What follows belongs to an exercise in optimizing a design on an open flow for small area; a production flow would make more cautious choices. At most, simulation tests tie the RTL to the original design; equivalence was not proved. No functional check of the RTL was part of runs 2 to 5.

## flow/design.v (module list and top-level ports; edited modules follow where they fit)
// module fast_frame_ctrl: 47 lines
// module fast_window: 47 lines
// module fast_segment_test: 3165 lines
// module fast_border_mask: 22 lines
// module fast_detector: 61 lines
module fast_detector #(
    parameter int IMG_WIDTH  = 32,
    parameter int IMG_HEIGHT = 24,
    parameter int EDGE       = 4,
    parameter int THRESHOLD  = 20
) (
    input  logic   i_clk,
    input  logic   i_rst_n,
    input  logic   i_valid,
    input  logic   i_start,
    input  logic [7:0]  i_pixel,
    output logic   o_ready,
    output logic   o_start,
    output logic   o_end,
    output logic   o_point_valid,
    output logic [28:0] o_point
);
  // ...
==> flow/flow/run.sh <==
#!/bin/bash
# Own flow: the standard layout (standard.sh, all ORFS steps and settings
# unchanged) with one change to synthesis: Yosys's synth runs with -noabc, so
# the explicit full adder equations of the RTL reach extract_fa as written
# (no pre-mapping abc -fast pass that inverts them), and extract_fa extracts
# full adders only, leaving half adders to the final abc mapping.
# The registers are those of the standard synthesis (same names and cells).
set -euo pipefail
W=$PWD
sed 's/extract_fa {\*}\[dont_use_extract_fa_args\]/extract_fa -fa/' \
    "$FLOW_HOME/scripts/synth.tcl" > "$W/own_synth_core.tcl"
grep -q 'extract_fa -fa' "$W/own_synth_core.tcl"
{
    echo 'proc synth {args} { yosys synth -nofsm -noshare -noabc {*}$args }'
    echo "source $W/own_synth_core.tcl"
    tail -n +3 "$W/synth_recipe.tcl"
} > "$W/own_synth.tcl"
sed "s#SYNTH_SCRIPT=[^ ]*#SYNTH_SCRIPT=$W/own_synth.tcl#" "$W/standard.sh" > "$W/own_standard.sh"
grep -q "SYNTH_SCRIPT=$W/own_synth.tcl" "$W/own_standard.sh"
bash "$W/own_standard.sh" finish > "$W/own_flow_make.log" 2>&1
==> flow/standard.sh <==
#!/bin/bash
# synth_recipe.tcl (not shown) runs the flow's synth.tcl, then flattens the netlist and writes it again
# the make line also repeats each setting of config.mk as NAME=value (left out here)
make -C /OpenROAD-flow-scripts/flow DESIGN_CONFIG=/design/flow/config.mk WORK_HOME=/design/flow/orfs CLKGATE_MAP_FILE= SYNTH_SCRIPT=/design/flow/synth_recipe.tcl "${@:-finish}"
==> flow/config.mk <==
export PLATFORM = sky130hd
export DESIGN_NAME = fast_detector
export DESIGN_NICKNAME = fast_detector
export VERILOG_FILES = /design/flow/design.v
export SDC_FILE = /design/flow/constraint.sdc
export NUM_CORES = 4
export LEC_CHECK = 0
export CAP_MARGIN = 20
export CORE_MARGIN = 2
export CORE_UTILIZATION = 65
export CTS_BUF_LIST = sky130_fd_sc_hd__clkbuf_16
export CTS_CLUSTER_DIAMETER = 80
export CTS_CLUSTER_SIZE = 25
export PLACE_DENSITY = 0.75
export SLEW_MARGIN = 20
==> flow/constraint.sdc <==
create_clock -name core_clock -period 20.0 [get_ports {i_clk}]
set_input_delay 4.0000 -clock core_clock [delete_from_list [all_inputs] [get_ports {i_clk}]]
set_output_delay 4.0000 -clock core_clock [all_outputs]
set_load 0.01 [all_outputs]
==> flow_metrics.env, run 1 <==
export IMPL_total_wire_length_after_detailed_routing_mm=135
export IMPL_synth_seq_area_share=0.789
export IMPL_global_route_layer_with_the_greatest_usage="met2"
export IMPL_yosys_area_share_adder=0.113
export IMPL_layout_area_seq_mm2=0.0454
export IMPL_netlist_top_cells_area="edfxtp_1, fa_1, nor2_1"
export IMPL_worst_setup_hold_path_clk_slew_ns=0.09
export IMPL_layout_filler_cells=5127
export IMPL_flop_to_flop_setup_slack_ns=14.79
export IMPL_critical_path_top_cell_by_count="fa_1"
export IMPL_ys_async_sr_fraction=0.00132
export IMPL_critical_path_cell_count=36
export IMPL_finalWorstPathRequiredPeriod_ns=18.98
export IMPL_top_area_cell_class="flip-flops and latches"
export IMPL_cts_tree="done"
export IMPL_global_route_usage_met2=0.473
export IMPL_startpoint_type="flop"
export IMPL_wire_length_of_the_first_global_routing_pass_mm=188
export IMPL_cp_end_kind="output pin"
export IMPL_basic_gate_share_of_the_synthesized_area_counting_and_or_nand_and_nor_cells=0.0491
export IMPL_synth_most_common_cell="edfxtp_1"
export IMPL_numPlacedInstances=4021
export IMPL_layout_cells_most_common="edfxtp_1"
export IMPL_max_cap_viol_count=0
export IMPL_synth_largest_area_cell="edfxtp_1"
export IMPL_yosys_mux_area_fraction=0
export IMPL_crit_type="flop to output pin"
export IMPL_wl_per_cell_um=32.7
export IMPL_synthDominantCellAreaShare=0.785
export IMPL_global_route_overflow_total=0
export IMPL_run_status="timing/DRC/antenna clean"
export IMPL_max_freq_mhz=52.7
export IMPL_reg2reg_to="i_fast_window.chain[721]"
export IMPL_detail_route_drc_violations=0
export IMPL_reg_largest_list="i_fast_window.chain x1456, i_fast_window.head x48, i_fast_frame_ctrl.o_cnt x10"
export IMPL_rsz0062_at_grt="no"
export IMPL_ctsRootBufferMaster="clkbuf_16"
export IMPL_crit_path_start="i_fast_window.chain[720]"
==> module fast_frame_ctrl, before the edit <==
module fast_frame_ctrl #(
    parameter int IMG_WIDTH  = 32,
    parameter int IMG_HEIGHT = 24
) (
    input  logic       i_clk,
    input  logic       i_rst_n,
    input  logic       i_valid,
    input  logic       i_start,
    output logic       o_ready,
    output logic       o_start,
    output logic       o_end,
    output logic       o_point_valid,
    output logic [9:0] o_cnt,
    output logic       o_chain_en
);
    localparam int FILL = 3 * IMG_WIDTH + 6;
    localparam int LAST = IMG_WIDTH * IMG_HEIGHT - 1;
    logic active;
    logic vq;
    logic start_acc;
    assign start_acc     = i_valid && i_start && o_ready;
    assign o_ready       = !active && !o_end;
    assign o_point_valid = vq && !(o_cnt[9] && o_cnt[8]);
    assign o_start       = vq && (o_cnt == 10'd0);
    assign o_end         = vq && (o_cnt == 10'(LAST));
    assign o_chain_en    = i_valid && !(o_cnt[4:1] == 4'hf);
    always_ff @(posedge i_clk or negedge i_rst_n) begin
        if (!i_rst_n) begin
            active <= 1'b0;
            vq     <= 1'b0;
        end else begin
            vq <= i_valid && (active || start_acc);
            if (start_acc) begin
                active <= 1'b1;
            end else if (i_valid && o_cnt == 10'(LAST - 1)) begin
                active <= 1'b0;
            end
        end
    end
    always_ff @(posedge i_clk) begin
        if (start_acc) begin
            o_cnt <= 10'(-FILL);
        end else if (i_valid && active) begin
            o_cnt <= o_cnt + 1'b1;
        end
    end
endmodule
==> module fast_window, before the edit <==
module fast_window #(
    parameter int IMG_WIDTH = 32
) (
    input  logic         i_clk,
    input  logic         i_valid,
    input  logic         i_chain_en,
    input  fast_pkg::pixel_t       i_pixel,
    output fast_pkg::fast_circle_t o_circle
);
    localparam int HEAD = 6;
    localparam int RW   = IMG_WIDTH - 2;
    localparam int CLEN = 6 * RW + 2;
    logic [HEAD*8-1:0] head;
    logic [CLEN*8-1:0] chain;
    always_ff @(posedge i_clk) begin
        if (i_valid) begin
            head <= {head[(HEAD-1)*8-1:0], i_pixel};
        end
    end
    always_ff @(posedge i_clk) begin
        if (i_chain_en) begin
            chain <= {chain[(CLEN-1)*8-1:0], head[HEAD*8-1 -: 8]};
        end
    end
    function automatic int pos(input int dx, input int dy);
        pos = 3 * RW - (dy * RW + dx);
    endfunction
    always_comb begin
        o_circle.center   = chain[pos( 0,  0)*8 +: 8];
        o_circle.ring[0]  = chain[pos( 0, -3)*8 +: 8];
        o_circle.ring[1]  = chain[pos( 1, -3)*8 +: 8];
        o_circle.ring[2]  = chain[pos( 2, -2)*8 +: 8];
        o_circle.ring[3]  = chain[pos( 3, -1)*8 +: 8];
        o_circle.ring[4]  = chain[pos( 3,  0)*8 +: 8];
        o_circle.ring[5]  = chain[pos( 3,  1)*8 +: 8];
        o_circle.ring[6]  = chain[pos( 2,  2)*8 +: 8];
        o_circle.ring[7]  = head[HEAD*8-1 -: 8];
        o_circle.ring[8]  = chain[pos( 0,  3)*8 +: 8];
        o_circle.ring[9]  = chain[pos(-1,  3)*8 +: 8];
        o_circle.ring[10] = chain[pos(-2,  2)*8 +: 8];
        o_circle.ring[11] = chain[pos(-3,  1)*8 +: 8];
        o_circle.ring[12] = chain[pos(-3,  0)*8 +: 8];
        o_circle.ring[13] = chain[pos(-3, -1)*8 +: 8];
        o_circle.ring[14] = chain[pos(-2, -2)*8 +: 8];
        o_circle.ring[15] = chain[pos(-1, -3)*8 +: 8];
    end
endmodule
==> module fast_border_mask, before the edit <==
module fast_border_mask #(
    parameter int IMG_WIDTH  = 32,
    parameter int IMG_HEIGHT = 24,
    parameter int EDGE       = 4
) (
    input  logic [9:0]        i_cnt,
    input  fast_pkg::corner_t i_corner,
    output fast_pkg::point_t  o_point
);
    logic [4:0] x;
    logic [4:0] y;
    logic       masked;
    assign x = i_cnt[4:0];
    assign y = i_cnt[9:5];
    always_comb begin
        masked = (x < 5'(EDGE)) || (x > 5'(IMG_WIDTH - 1 - EDGE)) ||
                 (y < 5'(EDGE)) || (y > 5'(IMG_HEIGHT - 1 - EDGE));
        o_point.x      = {5'd0, x};
        o_point.y      = {5'd0, y};
        o_point.corner = masked ? '0 : i_corner;
    end
endmodule
==> module fast_detector, before the edit <==
module fast_detector #(
    parameter int IMG_WIDTH  = 32,
    parameter int IMG_HEIGHT = 24,
    parameter int EDGE       = 4,
    parameter int THRESHOLD  = 20
) (
    input  logic   i_clk,
    input  logic   i_rst_n,
    input  logic   i_valid,
    input  logic   i_start,
    input  logic [7:0]  i_pixel,
    output logic   o_ready,
    output logic   o_start,
    output logic   o_end,
    output logic   o_point_valid,
    output logic [28:0] o_point
);
    fast_pkg::fast_circle_t circle;
    fast_pkg::corner_t      corner;
    logic [9:0]             cnt;
    logic                   chain_en;
    fast_frame_ctrl #(
        .IMG_WIDTH  (IMG_WIDTH),
        .IMG_HEIGHT (IMG_HEIGHT)
    ) i_fast_frame_ctrl (
        .i_clk         (i_clk),
        .i_rst_n       (i_rst_n),
        .i_valid       (i_valid),
        .i_start       (i_start),
        .o_ready       (o_ready),
        .o_start       (o_start),
        .o_end         (o_end),
        .o_point_valid (o_point_valid),
        .o_cnt         (cnt),
        .o_chain_en    (chain_en)
    );
    fast_window #(
        .IMG_WIDTH (IMG_WIDTH)
    ) i_fast_window (
        .i_clk      (i_clk),
        .i_valid    (i_valid),
        .i_chain_en (chain_en),
        .i_pixel    (i_pixel),
        .o_circle   (circle)
    );
    fast_segment_test #(
        .THRESHOLD (THRESHOLD)
    ) i_fast_segment_test (
        .i_circle (circle),
        .o_corner (corner)
    );
    fast_border_mask #(
        .IMG_WIDTH  (IMG_WIDTH),
        .IMG_HEIGHT (IMG_HEIGHT),
        .EDGE       (EDGE)
    ) i_fast_border_mask (
        .i_cnt    (cnt),
        .i_corner (corner),
        .o_point  (o_point)
    );
endmodule
==> inputs of run 2 (changes only) <==
--- a/flow/design.v
+++ b/flow/design.v
@@ -41,17 +41,17 @@
     logic active;
     logic vq;
     logic start_acc;
     assign start_acc     = i_valid && i_start && o_ready;
     assign o_ready       = !active && !o_end;
     assign o_point_valid = vq && !(o_cnt[9] && o_cnt[8]);
     assign o_start       = vq && (o_cnt == 10'd0);
     assign o_end         = vq && (o_cnt == 10'(LAST));
-    assign o_chain_en    = i_valid && !(o_cnt[4:1] == 4'hf);
+    assign o_chain_en    = i_valid && !(o_cnt[4:0] == 5'd29 || o_cnt[4:0] == 5'd30);
     always_ff @(posedge i_clk or negedge i_rst_n) begin
         if (!i_rst_n) begin
             active <= 1'b0;
             vq     <= 1'b0;
         end else begin
             vq <= i_valid && (active || start_acc);
             if (start_acc) begin
                 active <= 1'b1;
@@ -75,17 +75,17 @@
     parameter int IMG_WIDTH = 32
 ) (
     input  logic         i_clk,
     input  logic         i_valid,
     input  logic         i_chain_en,
     input  fast_pkg::pixel_t       i_pixel,
     output fast_pkg::fast_circle_t o_circle
 );
-    localparam int HEAD = 6;
+    localparam int HEAD = 5;
     localparam int RW   = IMG_WIDTH - 2;
     localparam int CLEN = 6 * RW + 2;
     logic [HEAD*8-1:0] head;
     logic [CLEN*8-1:0] chain;
     always_ff @(posedge i_clk) begin
         if (i_valid) begin
             head <= {head[(HEAD-1)*8-1:0], i_pixel};
         end
@@ -1673,24 +1673,22 @@
     logic s1536;
     logic c1537;
     logic s1538;
     logic c1539;
     logic s1540;
     logic c1541;
     logic ov1542;
     function automatic logic has_arc(input logic [15:0] m);
-        logic [31:0] dbl;
-        logic        hit;
-        dbl = {m, m};
-        hit = 1'b0;
-        for (int s = 0; s < 16; s++) begin
-            hit = hit | (&dbl[s +: fast_pkg::ARC_LEN]);
-        end
-        has_arc = hit;
+        logic [15:0] a2, a4, a8, a9;
+        for (int s = 0; s < 16; s++) a2[s] = m[s] & m[(s + 1) % 16];
+        for (int s = 0; s < 16; s++) a4[s] = a2[s] & a2[(s + 2) % 16];
+        for (int s = 0; s < 16; s++) a8[s] = a4[s] & a4[(s + 4) % 16];
+        for (int s = 0; s < 16; s++) a9[s] = a8[s] & m[(s + 8) % 16];
+        has_arc = |a9;
     endfunction
     assign nc = ~i_circle.center;
     assign s1 = i_circle.ring[0][0] ^ kb[0];
     assign c2 = i_circle.ring[0][0] & kb[0];
     assign s3 = i_circle.ring[0][1] ^ kb[1] ^ c2;
     assign c4 = (i_circle.ring[0][1] & kb[1]) | (i_circle.ring[0][1] & c2) | (kb[1] & c2);
     assign s5 = i_circle.ring[0][2] ^ kb[2] ^ c4;
     assign c6 = (i_circle.ring[0][2] & kb[2]) | (i_circle.ring[0][2] & c4) | (kb[2] & c4);
@@ -3289,31 +3287,37 @@
 `default_nettype wire
 `timescale 1ns/100ps
 `default_nettype none
 module fast_border_mask #(
     parameter int IMG_WIDTH  = 32,
     parameter int IMG_HEIGHT = 24,
     parameter int EDGE       = 4
 ) (
+    input  logic              i_clk,
     input  logic [9:0]        i_cnt,
     input  fast_pkg::corner_t i_corner,
     output fast_pkg::point_t  o_point
 );
     logic [4:0] x;
     logic [4:0] y;
     logic       masked;
+    logic [7:0] score_q;
     assign x = i_cnt[4:0];
     assign y = i_cnt[9:5];
+    always_ff @(posedge i_clk) begin
+        score_q <= i_corner.score;
+    end
     always_comb begin
         masked = (x < 5'(EDGE)) || (x > 5'(IMG_WIDTH - 1 - EDGE)) ||
                  (y < 5'(EDGE)) || (y > 5'(IMG_HEIGHT - 1 - EDGE));
-        o_point.x      = {5'd0, x};
-        o_point.y      = {5'd0, y};
-        o_point.corner = masked ? '0 : i_corner;
+        o_point.x            = {5'd0, x};
+        o_point.y            = {5'd0, y};
+        o_point.corner.flag  = !masked && (score_q != 8'd0);
+        o_point.corner.score = masked ? 8'd0 : score_q;
     end
 endmodule
 `default_nettype wire
 `timescale 1ns/100ps
 `default_nettype none
 module fast_detector #(
     parameter int IMG_WIDTH  = 32,
     parameter int IMG_HEIGHT = 24,
@@ -3365,14 +3369,15 @@
         .i_circle (circle),
         .o_corner (corner)
     );
     fast_border_mask #(
         .IMG_WIDTH  (IMG_WIDTH),
         .IMG_HEIGHT (IMG_HEIGHT),
         .EDGE       (EDGE)
     ) i_fast_border_mask (
+        .i_clk    (i_clk),
         .i_cnt    (cnt),
         .i_corner (corner),
         .o_point  (o_point)
     );
 endmodule
 `default_nettype wire
==> flow/flow/run.sh (replaced) <==
#!/bin/bash
# Own flow: the standard layout (standard.sh, all ORFS steps and settings
# unchanged) with changes to the synthesis's mapping only:
#  - Yosys's synth runs with -noabc, so the explicit full adder equations of
#    the RTL reach extract_fa as written (no pre-mapping abc -fast pass that
#    inverts them);
#  - extract_fa extracts full adders only, leaving half adders to abc;
#  - the final abc mapping uses flow/abc_area_relaxed.script, the speed
#    script's passes followed by an area-recovering mapping with relaxed
#    delay, without the buffering and sizing passes.
# The registers are those of the standard synthesis (same names and cells).
set -euo pipefail
W=$PWD
F=$W/flow
sed -e 's/extract_fa {\*}\[dont_use_extract_fa_args\]/extract_fa -fa/' \
    -e "s#  log_cmd abc {\*}\$abc_args#  log_cmd abc {*}[lreplace \$abc_args 1 1 $F/abc_area_relaxed.script]#" \
    "$FLOW_HOME/scripts/synth.tcl" > "$W/own_synth_core.tcl"
grep -q 'extract_fa -fa' "$W/own_synth_core.tcl"
grep -q 'abc_area_relaxed.script' "$W/own_synth_core.tcl"
{
    echo 'proc synth {args} { yosys synth -nofsm -noshare -noabc {*}$args }'
    echo "source $W/own_synth_core.tcl"
    tail -n +3 "$W/synth_recipe.tcl"
} > "$W/own_synth.tcl"
sed "s#SYNTH_SCRIPT=[^ ]*#SYNTH_SCRIPT=$W/own_synth.tcl#" "$W/standard.sh" > "$W/own_standard.sh"
grep -q "SYNTH_SCRIPT=$W/own_synth.tcl" "$W/own_standard.sh"
bash "$W/own_standard.sh" finish > "$W/own_flow_make.log" 2>&1
==> flow/flow/abc_area_relaxed.script (new file) <==
&get -n
&st
&dch
&nf
&st
&syn2
&if -g -K 6
&synch2
&nf
&st
&syn2
&if -g -K 6
&synch2
&nf
&st
&dch -f
&nf -a
&st
&dch -f
&nf -p -R 100
&put
topo
stime -c
==> flow_metrics.env, run 2 <==
export IMPL_run_status="timing/DRC/antenna clean"
export IMPL_final_cell_mix="edfxtp_1, fa_1, nor2_1"
export IMPL_fin_util=0.706
export IMPL_area_of_the_die_mm2=0.0899
export IMPL_syn_cell_area_mm2=0.0569
export IMPL_reg_largest_list="i_fast_window.chain x1456, i_fast_window.head x40, i_fast_frame_ctrl.o_cnt x10"
export IMPL_clock_skew_ns=0.0611
export IMPL_numPlacedInstances=4002
export IMPL_synth_largest_area_cell="edfxtp_1"
export IMPL_grt_max_degree=213
export IMPL_crit_type="flop to flop"
export IMPL_first_global_vias=25995
export IMPL_starting_density=0.656
export IMPL_crit_path_start="i_fast_window.chain[720]"
export IMPL_critical_path_top_cell_by_count="fa_1"
export IMPL_reg2reg_from="i_fast_window.chain[720]"
export IMPL_maxSlewHeadroom=0.241
export IMPL_globalRouteTotalUtil=0.296
export IMPL_netlist_top_cells_area="edfxtp_1, fa_1, nor2_1"
export IMPL_dr_first_iter_drc_count=3670
export IMPL_startpoint_type="flop"
export IMPL_tritoncts_buffer_count=72
export IMPL_finalSetupViolCount=0
export IMPL_cts_repair_resized=0
export IMPL_gp_congestion=1.01
export IMPL_cp_end_kind="flop"
export IMPL_largest_reg_flops=1456
export IMPL_worst_setup_hold_path_clk_slew_ns=0.09
export IMPL_flop_to_flop_setup_slack_ns=6.01
export IMPL_dp_slack_ns=6.48
export IMPL_max_cap_viol_count=0
export IMPL_layout_area_seq_mm2=0.0453
export IMPL_portBuffers=34
export IMPL_layout_cells_most_common="edfxtp_1"
export IMPL_die_height_um=300
export IMPL_clk_latency_ns=0.69
export IMPL_clock_sinks=1516
export IMPL_synthCells=2779
export IMPL_top_cell_types_by_occurrence_after_synthesis="edfxtp_1, fa_1, nor2_1, and3_1, nand2_1"
export IMPL_fin_crit_sh=0.700
export IMPL_finalWorstPathRequiredPeriod_ns=13.99
export IMPL_final_instance_area_mm2=0.0613
export IMPL_worst_slack_ns=6.01
export IMPL_setup_tns_final_ns=0
export IMPL_area_growth_synth_to_final_pct=7.70
export IMPL_ant_nets=0
export IMPL_clock_h_tree_levels=3
export IMPL_cts_hold_fix_buffers=0
export IMPL_clockBufferDepth=3
export IMPL_synth_seq_cells=1516
export IMPL_ys_async_sr_fraction=0.00132
export IMPL_route_vias_total=25788
export IMPL_total_wire_length_after_detailed_routing_mm=130
export IMPL_layout_filler_cells=4920
export IMPL_wire_length_of_the_first_global_routing_pass_mm=185
export IMPL_placementRows=108
export IMPL_detail_route_drc_violations=0
export IMPL_fp_coreArea_mm2=0.0868
export IMPL_stdcell_count=4105
export IMPL_post_synth_cell_area_avg_um2=20.5
export IMPL_synth_cell_type_count=46
export IMPL_worst_path_largest_cell_delay_ns=0.64
export IMPL_required_ns=20.51
export IMPL_detail_routed_via_count_per_cell=6.28
export IMPL_antenna_found_initial=8
export IMPL_drtPass1Iterations=6
export IMPL_width_of_the_die_um=300
export IMPL_number_of_flops_mapped_to_enable_cells_by_yosys=1496
export IMPL_finalMaxSlewViolations=0
export IMPL_multiInputGateArea_mm2=0.0114
export IMPL_post_route_cells_drive_above_1_share=0.0448
export IMPL_final_nets=3256
export IMPL_dpl_instance_area_mm2=0.0591
export IMPL_max_freq_mhz=71.5
export IMPL_ctsRootBufferMaster="clkbuf_16"
export IMPL_rsz0062_at_grt="no"
export IMPL_synth_seq_area_share=0.797
export IMPL_slew_at_the_pin_with_the_worst_max_slew_slack_ns=1.13
export IMPL_hold_viol=0
export IMPL_timing_hold_worst_start="i_fast_window.chain[80]"
export IMPL_synth_most_common_cell="edfxtp_1"
export IMPL_place_hpwl_mm=87.7
export IMPL_synthDominantCellAreaShare=0.790
export IMPL_cts_tree="done"
export IMPL_synth_main_ff_cell="edfxtp_1"
export IMPL_wl_per_cell_um=31.7
export IMPL_worst_hold_path_type="flop to flop"
export IMPL_synthesis_yosys_warnings=4
export IMPL_worst_path_max_delay_cell="fa_1"
export IMPL_crit_arrival_ns=14.51
export IMPL_cts_setup_buffers=0
export IMPL_worstPathMaxFanout=36
export IMPL_io_pins=45
export IMPL_largest_register="i_fast_window.chain"
export IMPL_global_route_overflow_total=0
[run 2: cell count changes in the layout (fill, tap and decap cells not counted), moves of 12 or more]
| cell | previous run | this run |
|---|---|---|
| nand2b_1 | 4 | 18 |
| xor2_1 | 34 | 11 |
| o21ai_0 | 33 | 21 |
| a21oi_1 | 80 | 56 |
| or2_0 | 0 | 37 |
| nor3b_1 | 4 | 19 |
| and2_1 | 31 | 0 |
| and2_0 | 0 | 39 |
| clkinv_1 | 1 | 59 |
| xnor2_1 | 58 | 30 |
| nand2_1 | 77 | 93 |
| or3_1 | 21 | 4 |
| inv_1 | 88 | 15 |
| nor3_1 | 35 | 48 |
[run 2: cell type report]
type / count / share of cell area
clock inverter: 28 / 0.00529
timing repair buffer: 70 / 0.0115
multi-input combinational: 1204 / 0.186
tap: 1155 / 0.0236
clock buffer: 73 / 0.0298
sequential: 1516 / 0.740
inverter: 58 / 0.00355
antenna: 1 / 0.0000409
[run 2: critical path, delay by kind of cell (launching register included)]
| kind | cells | cell delay, ns |
|---|---|---|
| adder cells (fa/ha/maj) | 16 | 7.55 |
| flip-flops | 1 | 0.37 |
| AND/OR/NAND/NOR | 6 | 1.36 |
| AO/OA/AOI/OAI | 10 | 2.93 |
| buffers and inverters | 6 | 1.61 |
[run 2: worst paths after layout]
path	endpoint	cells after the start
max	i_fast_border_mask.score_q[1]	38
min	i_fast_window.chain[88]	0
max reg2reg	i_fast_border_mask.score_q[1]	38
min reg2reg	i_fast_window.chain[88]	0
max in group asynchronous	i_fast_frame_ctrl.vq	1
min in group asynchronous	i_fast_frame_ctrl.active	1
[run 2: cell families (layout without fill, tap and decap cells)]
group / count (synthesis) / in the layout / synth area share
flops: 1516 / 1516 / 0.797
fa+ha+maj: 322 / 322 / 0.113
xor+xnor: 46 / 46 / 0.00708
other cells: 1 / 11 / 0.0000659
simple gates: 664 / 664 / 0.0591
buf+inv: 68 / 229 / 0.00515
compound gates: 162 / 162 / 0.0182
[run 2: per-stage QoR]
step / hold WS (ns)
CTS: 0.384
detailed placement: 0.405
finish: 0.386
global placement: 0.400
global route: 0.388
floorplan: 0.400
[run 2: per-layer routing]
layer / GRT usage / routed length (um)
met1: 0.422 / 51700
met2: 0.477 / 63500
met3: 0.0461 / 9360
met4: 0.109 / 5480
met5: 0 / 34
==> inputs of run 3 (changes only) <==
--- a/flow/flow/run.sh
+++ b/flow/flow/run.sh
@@ -6,8 +6,4 @@
 #    inverts them);
 #  - extract_fa extracts full adders only, leaving half adders to abc;
-#  - the final abc mapping uses flow/abc_area_relaxed.script, the speed
-#    script's passes followed by an area-recovering mapping with relaxed
-#    delay, without the buffering and sizing passes.
-# The registers are those of the standard synthesis (same names and cells).
 set -euo pipefail
 W=$PWD
@@ -25,3 +21,5 @@
 sed "s#SYNTH_SCRIPT=[^ ]*#SYNTH_SCRIPT=$W/own_synth.tcl#" "$W/standard.sh" > "$W/own_standard.sh"
 grep -q "SYNTH_SCRIPT=$W/own_synth.tcl" "$W/own_standard.sh"
+export CTS_ARGS="-sink_clustering_enable -repair_clock_nets -sink_clustering_size 25 -sink_clustering_max_diameter 80 -buf_list sky130_fd_sc_hd__clkbuf_16 -dont_use_dummy_load"
+export BUFFER_PORTS_ARGS="-buffer_cell sky130_fd_sc_hd__buf_1"
 bash "$W/own_standard.sh" finish > "$W/own_flow_make.log" 2>&1
==> flow_metrics.env, run 3 <==
export IMPL_worst_path_max_delay_cell="nor2b_2"
export IMPL_flop_to_flop_setup_slack_ns=6.20
export IMPL_worstPathMaxFanout=11
export IMPL_worst_setup_hold_path_clk_slew_ns=0.09
export IMPL_synth_seq_cells=1516
export IMPL_finalSetupViolCount=0
export IMPL_clock_skew_ns=0.145
export IMPL_wire_length_of_the_first_global_routing_pass_mm=186
export IMPL_io_pins=45
export IMPL_die_height_um=300
export IMPL_crit_arrival_ns=14.31
export IMPL_detail_route_drc_violations=0
export IMPL_rsz0062_at_grt="no"
export IMPL_synth_seq_area_share=0.797
export IMPL_hold_viol=0
export IMPL_largest_reg_flops=1456
export IMPL_area_growth_synth_to_final_pct=6.82
export IMPL_total_wire_length_after_detailed_routing_mm=132
export IMPL_cp_end_kind="flop"
export IMPL_drtPass1Iterations=7
export IMPL_setup_tns_final_ns=0
export IMPL_synth_main_ff_cell="edfxtp_1"
export IMPL_detail_routed_via_count_per_cell=6.31
export IMPL_clock_h_tree_levels=3
export IMPL_reg_largest_list="i_fast_window.chain x1456, i_fast_window.head x40, i_fast_frame_ctrl.o_cnt x10"
export IMPL_startpoint_type="flop"
export IMPL_whs_path_depth=0
export IMPL_tritoncts_buffer_count=74
export IMPL_slew_at_the_pin_with_the_worst_max_slew_slack_ns=1.21
export IMPL_clock_sinks=1516
export IMPL_worst_path_largest_cell_delay_ns=0.68
export IMPL_post_synth_cell_area_avg_um2=20.5
export IMPL_synthCells=2779
export IMPL_synth_most_common_cell="edfxtp_1"
export IMPL_max_freq_mhz=72.5
export IMPL_ys_async_sr_fraction=0.00132
export IMPL_placementRows=108
export IMPL_number_of_flops_mapped_to_enable_cells_by_yosys=1496
export IMPL_globalRouteTotalUtil=0.300
export IMPL_ctsRootBufferMaster="clkbuf_16"
export IMPL_required_ns=20.52
export IMPL_first_global_vias=25649
export IMPL_grt_max_degree=222
export IMPL_wl_per_cell_um=32.3
export IMPL_portBuffers=34
export IMPL_holdWs_ns=0.313
export IMPL_cts_hold_fix_buffers=0
export IMPL_synthDominantCellAreaShare=0.790
export IMPL_final_cell_mix="edfxtp_1, fa_1, nor2_1"
export IMPL_clk_latency_ns=0.71
export IMPL_post_route_cells_drive_above_1_share=0.0414
export IMPL_layout_filler_cells=5011
export IMPL_syn_cell_area_mm2=0.0569
export IMPL_crit_type="flop to flop"
export IMPL_place_hpwl_mm=89.5
export IMPL_stdcell_count=4077
export IMPL_clockBufferDepth=3
export IMPL_cts_setup_buffers=0
export IMPL_finalMaxSlewViolations=0
export IMPL_largest_register="i_fast_window.chain"
export IMPL_width_of_the_die_um=300
export IMPL_maxSlewHeadroom=0.177
export IMPL_synthesis_yosys_warnings=4
export IMPL_fin_crit_sh=0.690
export IMPL_worst_hold_path_type="flop to flop"
export IMPL_gp_congestion=0.997
export IMPL_top_cell_types_by_occurrence_after_synthesis="edfxtp_1, fa_1, nor2_1, and3_1, nand2_1"
export IMPL_critical_path_top_cell_by_count="fa_1"
export IMPL_r2r_worst_path_cells=39
export IMPL_fp_coreArea_mm2=0.0868
export IMPL_cts_repair_resized=0
export IMPL_numPlacedInstances=4000
export IMPL_layout_cells_most_common="edfxtp_1"
export IMPL_area_of_the_die_mm2=0.0899
export IMPL_route_vias_total=25719
export IMPL_antenna_found_initial=5
export IMPL_finalWorstPathRequiredPeriod_ns=13.80
export IMPL_starting_density=0.656
export IMPL_cts_tree="done"
export IMPL_synth_cell_type_count=46
export IMPL_max_cap_viol_count=0
export IMPL_ant_nets=0
export IMPL_run_status="timing/DRC/antenna clean"
export IMPL_synth_largest_area_cell="edfxtp_1"
export IMPL_dr_first_iter_drc_count=3389
export IMPL_netlist_top_cells_area="edfxtp_1, fa_1, nor2_1"
export IMPL_global_route_overflow_total=0
export IMPL_final_nets=3257
-- run 3: changes by cell type in the layout (fill, tap and decap cells not counted), moves of 2 or more --
| cell | before | now |
|---|---|---|
| buf_1 | 0 | 33 |
| clkdlybuf4s50_1 | 33 | 0 |
| inv_1 | 15 | 0 |
| clkinv_16 | 5 | 0 |
| inv_8 | 2 | 0 |
-- run 3: path summary, 6_finish.rpt --
kind | to | startpoint
max | i_fast_border_mask.score_q[4] | i_fast_window.chain[721]
max reg2reg | i_fast_border_mask.score_q[4] | i_fast_window.chain[721]
max in group asynchronous | i_fast_frame_ctrl.vq | i_rst_n
min in group asynchronous | i_fast_frame_ctrl.active | i_rst_n
min | i_fast_window.chain[1323] | i_fast_window.chain[1315]
min reg2reg | i_fast_window.chain[1323] | i_fast_window.chain[1315]
-- run 3: layout make-up --
class / instances / area [um^2] / share of cell area
Inverter: 58 / 218 / 0.00358
Clock buffer: 74 / 1850 / 0.0305
Sequential cell: 1516 / 45300 / 0.746
Multi-Input combinational cell: 1204 / 11400 / 0.188
Timing Repair Buffer: 69 / 502 / 0.00826
Antenna cell: 1 / 2.50 / 0.0000412
Tap cell: 1155 / 1450 / 0.0238
-- run 3: critical path: cells and delay by family (launching register included) --
kind	cells	cell delay [ns]
AND/OR/NAND/NOR	9	2.57
AO/OA/AOI/OAI	10	2.36
flip-flops	1	0.50
adder cells (fa/ha/maj)	16	7.14
buffers and inverters	4	1.09
-- run 3: per-layer routing --
layer | wire length (um) | GRT usage | part of all wire | up-vias
met2 | 63900 | 0.483 | 0.48 | 1462
met4 | 5610 | 0.104 | 0.043 | 4
li1 | - | - | - | 10672
met3 | 9870 | 0.0468 | 0.075 | 270
met5 | 26 | 0 | 0.00020 | -
met1 | 52500 | 0.431 | 0.40 | 13311
-- run 3: stage by stage --
step	area, um^2	worst slack (ns)	utilization
finish	60800	6.20	0.700
global route	60800	5.58	0.700
CTS	60700	6.47	0.699
detailed placement	58800	6.47	0.678
global placement	58800	6.93	0.678
floorplan	56900	5.61	-
-- run 3: cell families (layout without fill, tap and decap cells) --
group           count (synthesis)  in the layout  synth area share
compound gates                162            162            0.0182
other cells                     1             11         0.0000659
flops                        1516           1516             0.797
buf+inv                        68            201           0.00515
fa+ha+maj                     322            322             0.113
xor+xnor                       46             46           0.00708
simple gates                  664            664            0.0591
==> inputs of run 4 (changes only) <==
--- a/flow/design.v
+++ b/flow/design.v
@@ -35,5 +35,6 @@
     output logic       o_point_valid,
     output logic [9:0] o_cnt,
-    output logic       o_chain_en
+    output logic       o_chain_en,
+    output logic       o_chain_b_en
 );
     localparam int FILL = 3 * IMG_WIDTH + 6;
@@ -48,4 +49,6 @@
     assign o_end         = vq && (o_cnt == 10'(LAST));
     assign o_chain_en    = i_valid && !(o_cnt[4:0] == 5'd29 || o_cnt[4:0] == 5'd30);
+    assign o_chain_b_en  = o_chain_en && !(o_cnt[4:0] == 5'd0 || o_cnt[4:0] == 5'd1 ||
+                                           o_cnt[4:0] == 5'd2);
     always_ff @(posedge i_clk or negedge i_rst_n) begin
         if (!i_rst_n) begin
@@ -78,4 +81,5 @@
     input  logic         i_valid,
     input  logic         i_chain_en,
+    input  logic         i_chain_b_en,
     input  fast_pkg::pixel_t       i_pixel,
     output fast_pkg::fast_circle_t o_circle
@@ -83,7 +87,9 @@
     localparam int HEAD = 5;
     localparam int RW   = IMG_WIDTH - 2;
-    localparam int CLEN = 6 * RW + 2;
+    localparam int ALEN = 5 * RW + 3;
+    localparam int BLEN = RW - 4;
     logic [HEAD*8-1:0] head;
-    logic [CLEN*8-1:0] chain;
+    logic [ALEN*8-1:0] chain_a;
+    logic [BLEN*8-1:0] chain_b;
     always_ff @(posedge i_clk) begin
         if (i_valid) begin
@@ -93,5 +99,10 @@
     always_ff @(posedge i_clk) begin
         if (i_chain_en) begin
-            chain <= {chain[(CLEN-1)*8-1:0], head[HEAD*8-1 -: 8]};
+            chain_a <= {chain_a[(ALEN-1)*8-1:0], head[HEAD*8-1 -: 8]};
+        end
+    end
+    always_ff @(posedge i_clk) begin
+        if (i_chain_b_en) begin
+            chain_b <= {chain_b[(BLEN-1)*8-1:0], chain_a[ALEN*8-1 -: 8]};
         end
     end
@@ -100,21 +111,21 @@
     endfunction
     always_comb begin
-        o_circle.center   = chain[pos( 0,  0)*8 +: 8];
-        o_circle.ring[0]  = chain[pos( 0, -3)*8 +: 8];
-        o_circle.ring[1]  = chain[pos( 1, -3)*8 +: 8];
-        o_circle.ring[2]  = chain[pos( 2, -2)*8 +: 8];
-        o_circle.ring[3]  = chain[pos( 3, -1)*8 +: 8];
-        o_circle.ring[4]  = chain[pos( 3,  0)*8 +: 8];
-        o_circle.ring[5]  = chain[pos( 3,  1)*8 +: 8];
-        o_circle.ring[6]  = chain[pos( 2,  2)*8 +: 8];
+        o_circle.center   = chain_a[pos( 0,  0)*8 +: 8];
+        o_circle.ring[0]  = chain_b[(BLEN-2)*8 +: 8];
+        o_circle.ring[1]  = chain_b[(BLEN-3)*8 +: 8];
+        o_circle.ring[2]  = chain_a[pos( 2, -2)*8 +: 8];
+        o_circle.ring[3]  = chain_a[pos( 3, -1)*8 +: 8];
+        o_circle.ring[4]  = chain_a[pos( 3,  0)*8 +: 8];
+        o_circle.ring[5]  = chain_a[pos( 3,  1)*8 +: 8];
+        o_circle.ring[6]  = chain_a[pos( 2,  2)*8 +: 8];
         o_circle.ring[7]  = head[HEAD*8-1 -: 8];
-        o_circle.ring[8]  = chain[pos( 0,  3)*8 +: 8];
-        o_circle.ring[9]  = chain[pos(-1,  3)*8 +: 8];
-        o_circle.ring[10] = chain[pos(-2,  2)*8 +: 8];
-        o_circle.ring[11] = chain[pos(-3,  1)*8 +: 8];
-        o_circle.ring[12] = chain[pos(-3,  0)*8 +: 8];
-        o_circle.ring[13] = chain[pos(-3, -1)*8 +: 8];
-        o_circle.ring[14] = chain[pos(-2, -2)*8 +: 8];
-        o_circle.ring[15] = chain[pos(-1, -3)*8 +: 8];
+        o_circle.ring[8]  = chain_a[pos( 0,  3)*8 +: 8];
+        o_circle.ring[9]  = chain_a[pos(-1,  3)*8 +: 8];
+        o_circle.ring[10] = chain_a[pos(-2,  2)*8 +: 8];
+        o_circle.ring[11] = chain_a[pos(-3,  1)*8 +: 8];
+        o_circle.ring[12] = chain_a[pos(-3,  0)*8 +: 8];
+        o_circle.ring[13] = chain_a[pos(-3, -1)*8 +: 8];
+        o_circle.ring[14] = chain_a[pos(-2, -2)*8 +: 8];
+        o_circle.ring[15] = chain_b[(BLEN-1)*8 +: 8];
     end
 endmodule
@@ -3340,4 +3351,5 @@
     logic [9:0]             cnt;
     logic                   chain_en;
+    logic                   chain_b_en;
     fast_frame_ctrl #(
         .IMG_WIDTH  (IMG_WIDTH),
@@ -3353,5 +3365,6 @@
         .o_point_valid (o_point_valid),
         .o_cnt         (cnt),
-        .o_chain_en    (chain_en)
+        .o_chain_en    (chain_en),
+        .o_chain_b_en  (chain_b_en)
     );
     fast_window #(
@@ -3361,4 +3374,5 @@
         .i_valid    (i_valid),
         .i_chain_en (chain_en),
+        .i_chain_b_en (chain_b_en),
         .i_pixel    (i_pixel),
         .o_circle   (circle)
==> flow_metrics.env, run 4 <==
export IMPL_run_status="timing/DRC/antenna clean"
export IMPL_critical_path_top_delay_family="adder cells"
export IMPL_largest_register="i_fast_window.chain_a"
export IMPL_crit_type="flop to flop"
export IMPL_number_of_flops_mapped_to_enable_cells_by_yosys=1472
export IMPL_post_synth_cell_area_avg_um2=20.2
export IMPL_detail_routed_via_count_per_cell=6.30
export IMPL_crit_arrival_ns=14.66
export IMPL_cts_setup_buffers=0
export IMPL_wl_per_cell_um=32.4
export IMPL_portBuffers=34
export IMPL_global_route_overflow_total=0
export IMPL_holdWs_ns=0.342
export IMPL_tritoncts_buffer_count=73
export IMPL_worst_path_largest_cell_delay_ns=0.62
export IMPL_starting_density=0.659
export IMPL_clock_sinks=1492
export IMPL_route_vias_total=25630
export IMPL_dpl_instance_area_mm2=0.0582
export IMPL_cp_end_kind="flop"
export IMPL_max_cap_viol_count=0
export IMPL_clock_h_tree_levels=3
export IMPL_final_instance_area_mm2=0.0601
export IMPL_globalRouteTotalUtil=0.302
export IMPL_area_of_the_die_mm2=0.0889
export IMPL_final_nets=3256
export IMPL_area_growth_synth_to_final_pct=6.81
export IMPL_synth_seq_area_share=0.793
export IMPL_clk_latency_ns=0.67
export IMPL_io_pins=45
export IMPL_maxSlewHeadroom=0.113
export IMPL_wire_length_of_the_first_global_routing_pass_mm=186
export IMPL_hold_viol=0
export IMPL_worst_hold_path_type="flop to flop"
export IMPL_reg_largest_list="i_fast_window.chain_a x1224, i_fast_window.chain_b x208, i_fast_window.head x40"
export IMPL_synthCells=2784
export IMPL_die_height_um=298
export IMPL_synthesis_yosys_warnings=4
export IMPL_worst_path_max_delay_cell="fa_1"
export IMPL_critical_path_top_cell_by_count="fa_1"
export IMPL_largest_reg_flops=1224
export IMPL_rsz0062_at_grt="no"
export IMPL_cts_tree="done"
export IMPL_critical_path_n_buffers_inverters=3
export IMPL_dr_first_iter_drc_count=3785
export IMPL_synthDominantCellAreaShare=0.786
export IMPL_drtPass1Iterations=6
export IMPL_required_ns=20.47
export IMPL_finalWorstPathRequiredPeriod_ns=14.19
export IMPL_clockBufferDepth=3
export IMPL_detail_route_drc_violations=0
export IMPL_synth_cell_type_count=53
export IMPL_startpoint_type="flop"
export IMPL_synth_largest_area_cell="edfxtp_1"
export IMPL_netlist_top_cells_area="edfxtp_1, fa_1, nor2_1"
export IMPL_total_wire_length_after_detailed_routing_mm=132
export IMPL_synth_main_ff_cell="edfxtp_1"
export IMPL_post_route_cells_drive_above_1_share=0.0394
export IMPL_max_freq_mhz=70.5
export IMPL_top_cell_types_by_occurrence_after_synthesis="edfxtp_1, fa_1, nor2_1, and3_1, nand2_1"
export IMPL_synth_most_common_cell="edfxtp_1"
export IMPL_antenna_found_initial=4
export IMPL_ant_nets=0
export IMPL_worst_setup_hold_path_clk_slew_ns=0.09
export IMPL_setup_tns_final_ns=0
export IMPL_syn_cell_area_mm2=0.0563
export IMPL_finalSetupViolCount=0
export IMPL_width_of_the_die_um=298
export IMPL_placementRows=107
export IMPL_cts_hold_fix_buffers=0
export IMPL_fin_crit_sh=0.710
export IMPL_synth_seq_cells=1492
export IMPL_worstPathMaxFanout=36
export IMPL_first_global_vias=26063
export IMPL_gp_congestion=1.01
export IMPL_grt_max_degree=212
export IMPL_ys_async_sr_fraction=0.00134
export IMPL_layout_cells_most_common="edfxtp_1"
export IMPL_finalMaxSlewViolations=0
export IMPL_cts_repair_resized=0
export IMPL_slew_at_the_pin_with_the_worst_max_slew_slack_ns=1.33
export IMPL_fp_coreArea_mm2=0.0854
export IMPL_final_cell_mix="edfxtp_1, fa_1, nor2_1"
export IMPL_clock_skew_ns=0.112
export IMPL_ctsRootBufferMaster="clkbuf_16"
export IMPL_place_hpwl_mm=88.7
## run 4: worst paths after layout
kind	from	to	slack, ns	depth (start not counted)
worst max-delay path	i_fast_window.chain_a[720]	i_fast_border_mask.score_q[6]	5.81	38
worst min-delay path	i_fast_window.chain_a[739]	i_fast_window.chain_a[747]	0.34	0
worst max register to register	i_fast_window.chain_a[720]	i_fast_border_mask.score_q[6]	5.81	38
worst min register to register	i_fast_window.chain_a[739]	i_fast_window.chain_a[747]	0.34	0
max in group asynchronous	i_rst_n	i_fast_frame_ctrl.vq	16.73	1
min in group asynchronous	i_rst_n	i_fast_frame_ctrl.active	3.14	1
## run 4: cells by family after synthesis
kind of cell | count (synthesis) | share of synthesized area
muxes | 4 | 0.000756
AOI/OAI and AO/OA | 161 | 0.0175
DFF | 1492 | 0.793
and+or+nand+nor | 689 | 0.0614
adders and majority gates | 322 | 0.115
other | 1 | 0.0000667
xor gates and xnor gates | 48 | 0.00747
buffers and inverters | 67 | 0.00514
## run 4: cell type report
cell class              count  area, um^2
flip-flops and latches   1492       44600
repair buffers             64         500
multi-input cells        1234       11500
diodes                      2        5.00
clock buffers              73        1830
fillers                  4978       25300
inverters                  57         214
well taps                1144        1430
## run 4: routing by layer
metal,share of wire,up-vias,global-route usage
li1,-,10642,-
met1,0.39,13186,0.423
met2,0.48,1459,0.481
met3,0.079,339,0.0531
met4,0.050,4,0.125
met5,0.00017,-,0
## run 4: per-stage QoR
stage,setup WS (ns),utilization,std cells
final,5.81,0.703,4066
after global routing,5.07,0.703,4064
after CTS,5.95,0.702,4061
after detailed placement,6.09,0.681,3988
after global placement,6.50,0.681,3988
after floorplan,-9.05,-,2793
==> inputs of run 5 (changes only) <==
--- a/flow/flow/run.sh
+++ b/flow/flow/run.sh
@@ -21,5 +21,5 @@
 sed "s#SYNTH_SCRIPT=[^ ]*#SYNTH_SCRIPT=$W/own_synth.tcl#" "$W/standard.sh" > "$W/own_standard.sh"
 grep -q "SYNTH_SCRIPT=$W/own_synth.tcl" "$W/own_standard.sh"
-export CTS_ARGS="-sink_clustering_enable -repair_clock_nets -sink_clustering_size 25 -sink_clustering_max_diameter 80 -buf_list sky130_fd_sc_hd__clkbuf_16 -dont_use_dummy_load"
+export CTS_ARGS="-sink_clustering_enable -repair_clock_nets -sink_clustering_size 30 -sink_clustering_max_diameter 60 -buf_list sky130_fd_sc_hd__clkbuf_16 -dont_use_dummy_load"
 export BUFFER_PORTS_ARGS="-buffer_cell sky130_fd_sc_hd__buf_1"
 bash "$W/own_standard.sh" finish > "$W/own_flow_make.log" 2>&1
==> flow/config.mk (replaced) <==
export PLATFORM = sky130hd
export DESIGN_NAME = fast_detector
export DESIGN_NICKNAME = fast_detector
export VERILOG_FILES = /design/flow/design.v
export SDC_FILE = /design/flow/constraint.sdc
export NUM_CORES = 4
export LEC_CHECK = 0
export CAP_MARGIN = 20
export CORE_MARGIN = 2
export CORE_UTILIZATION = 80
export PLACE_DENSITY = 0.88
export SLEW_MARGIN = 20
==> flow_metrics.env, run 5 <==
export IMPL_portBuffers=34
export IMPL_global_route_overflow_total=21
export IMPL_cts_hold_fix_buffers=0
export IMPL_cts_setup_buffers=0
export IMPL_clockBufferDepth=3
export IMPL_ys_async_sr_fraction=0.00134
export IMPL_die_height_um=269
export IMPL_first_error="[ERROR GRT-0232] Routing congestion too high. Check the congestion heatmap in the GUI."
export IMPL_clock_h_tree_levels=3
export IMPL_width_of_the_die_um=269
export IMPL_starting_density=0.806
export IMPL_globalRouteTotalUtil=0.535
export IMPL_cts_repair_resized=0
export IMPL_synth_seq_area_share=0.793
export IMPL_gp_congestion=1.17
export IMPL_io_pins=45
export IMPL_dpl_instance_area_mm2=0.0578
export IMPL_clock_sinks=1492
export IMPL_top_cell_types_by_occurrence_after_synthesis="edfxtp_1, fa_1, nor2_1, and3_1, nand2_1"
export IMPL_post_synth_cell_area_avg_um2=20.2
export IMPL_synth_most_common_cell="edfxtp_1"
export IMPL_netlist_top_cells_area="edfxtp_1, fa_1, nor2_1"
export IMPL_antenna_found_initial=29
export IMPL_synth_seq_cells=1492
export IMPL_grt_max_degree=212
export IMPL_placementRows=97
export IMPL_failed_stage="5_1_grt"
export IMPL_synth_cell_type_count=53
export IMPL_synthDominantCellAreaShare=0.786
export IMPL_syn_cell_area_mm2=0.0563
export IMPL_synth_largest_area_cell="edfxtp_1"
export IMPL_number_of_flops_mapped_to_enable_cells_by_yosys=1472
export IMPL_tritoncts_buffer_count=68
export IMPL_synthCells=2784
export IMPL_run_status="stopped before the end"
export IMPL_synth_main_ff_cell="edfxtp_1"
export IMPL_synthesis_yosys_warnings=4
export IMPL_ctsRootBufferMaster="clkbuf_16"
export IMPL_place_hpwl_mm=78.4
## run 5: stage by stage
step | setup WS [ns] | hold WS, ns | instances
3_3_place_gp | 6.37 | 0.400 | 3779
2_1_floorplan | -9.05 | 0.400 | 2793
3_5_place_dp | 5.29 | 0.405 | 3779
4_1_cts | 4.46 | 0.369 | 3847
## run 5: worst min-delay path by stage
stage | slack, ns | start | to | cells after the start
after floorplan | 0.40 | i_fast_window.chain_a[992] | i_fast_window.chain_a[1000] | 0
after CTS | 0.37 | i_fast_window.chain_b[17] | i_fast_window.chain_b[25] | 0
after detailed placement | 0.40 | i_fast_window.chain_a[1041] | i_fast_window.chain_a[1049] | 0
after global placement | 0.40 | i_fast_window.chain_a[1002] | i_fast_window.chain_a[1010] | 0
## run 5: kinds of logic after synthesis
family                   after synthesis  synth area share
flip-flops                          1492             0.793
AND/OR/NAND/NOR                      689            0.0614
adder cells (fa/ha/maj)              322             0.115
AO/OA/AOI/OAI                        161            0.0175
buffers and inverters                 67           0.00514
XOR/XNOR                              48           0.00747
multiplexers                           4          0.000756
other                                  1         0.0000667
## run 5: layer usage
metal  overflow  track usage
met2          7        0.666
met5          1        0.275
met1          4        0.583
met4          6        0.394
met3          3        0.422

-- what the ideal ports hide --
The flow's constraints put no driver on any port. The routed layouts listed below were extracted and timed again, unchanged, in two steps.
Step 1 sets driving cells, clkbuf_16 on the clock port and buf_2 on the other inputs (assumed; they add their load-dependent delay and slew).
Step 2, shift: input delay + t, output delay - t, t = (earliest + latest rising clock arrival at the registers) / 2. This alone moves slack from input paths to output paths.
Three values: no drivers, after step 1, after step 2; two values: the first two.
run	t (ns)	slack for setup (ns)	worst setup path after step 2
run 1	0.728	1.017 / 0.949 / 1.677	register to output
run 2	0.732	6.008 / 6.008 / 6.008	register to register
run 3	0.706	6.205 / 6.205 / 6.205	register to register
run 4	0.687	5.809 / 5.809 / 5.809	register to register
After both steps setup and hold are still met in every run listed.
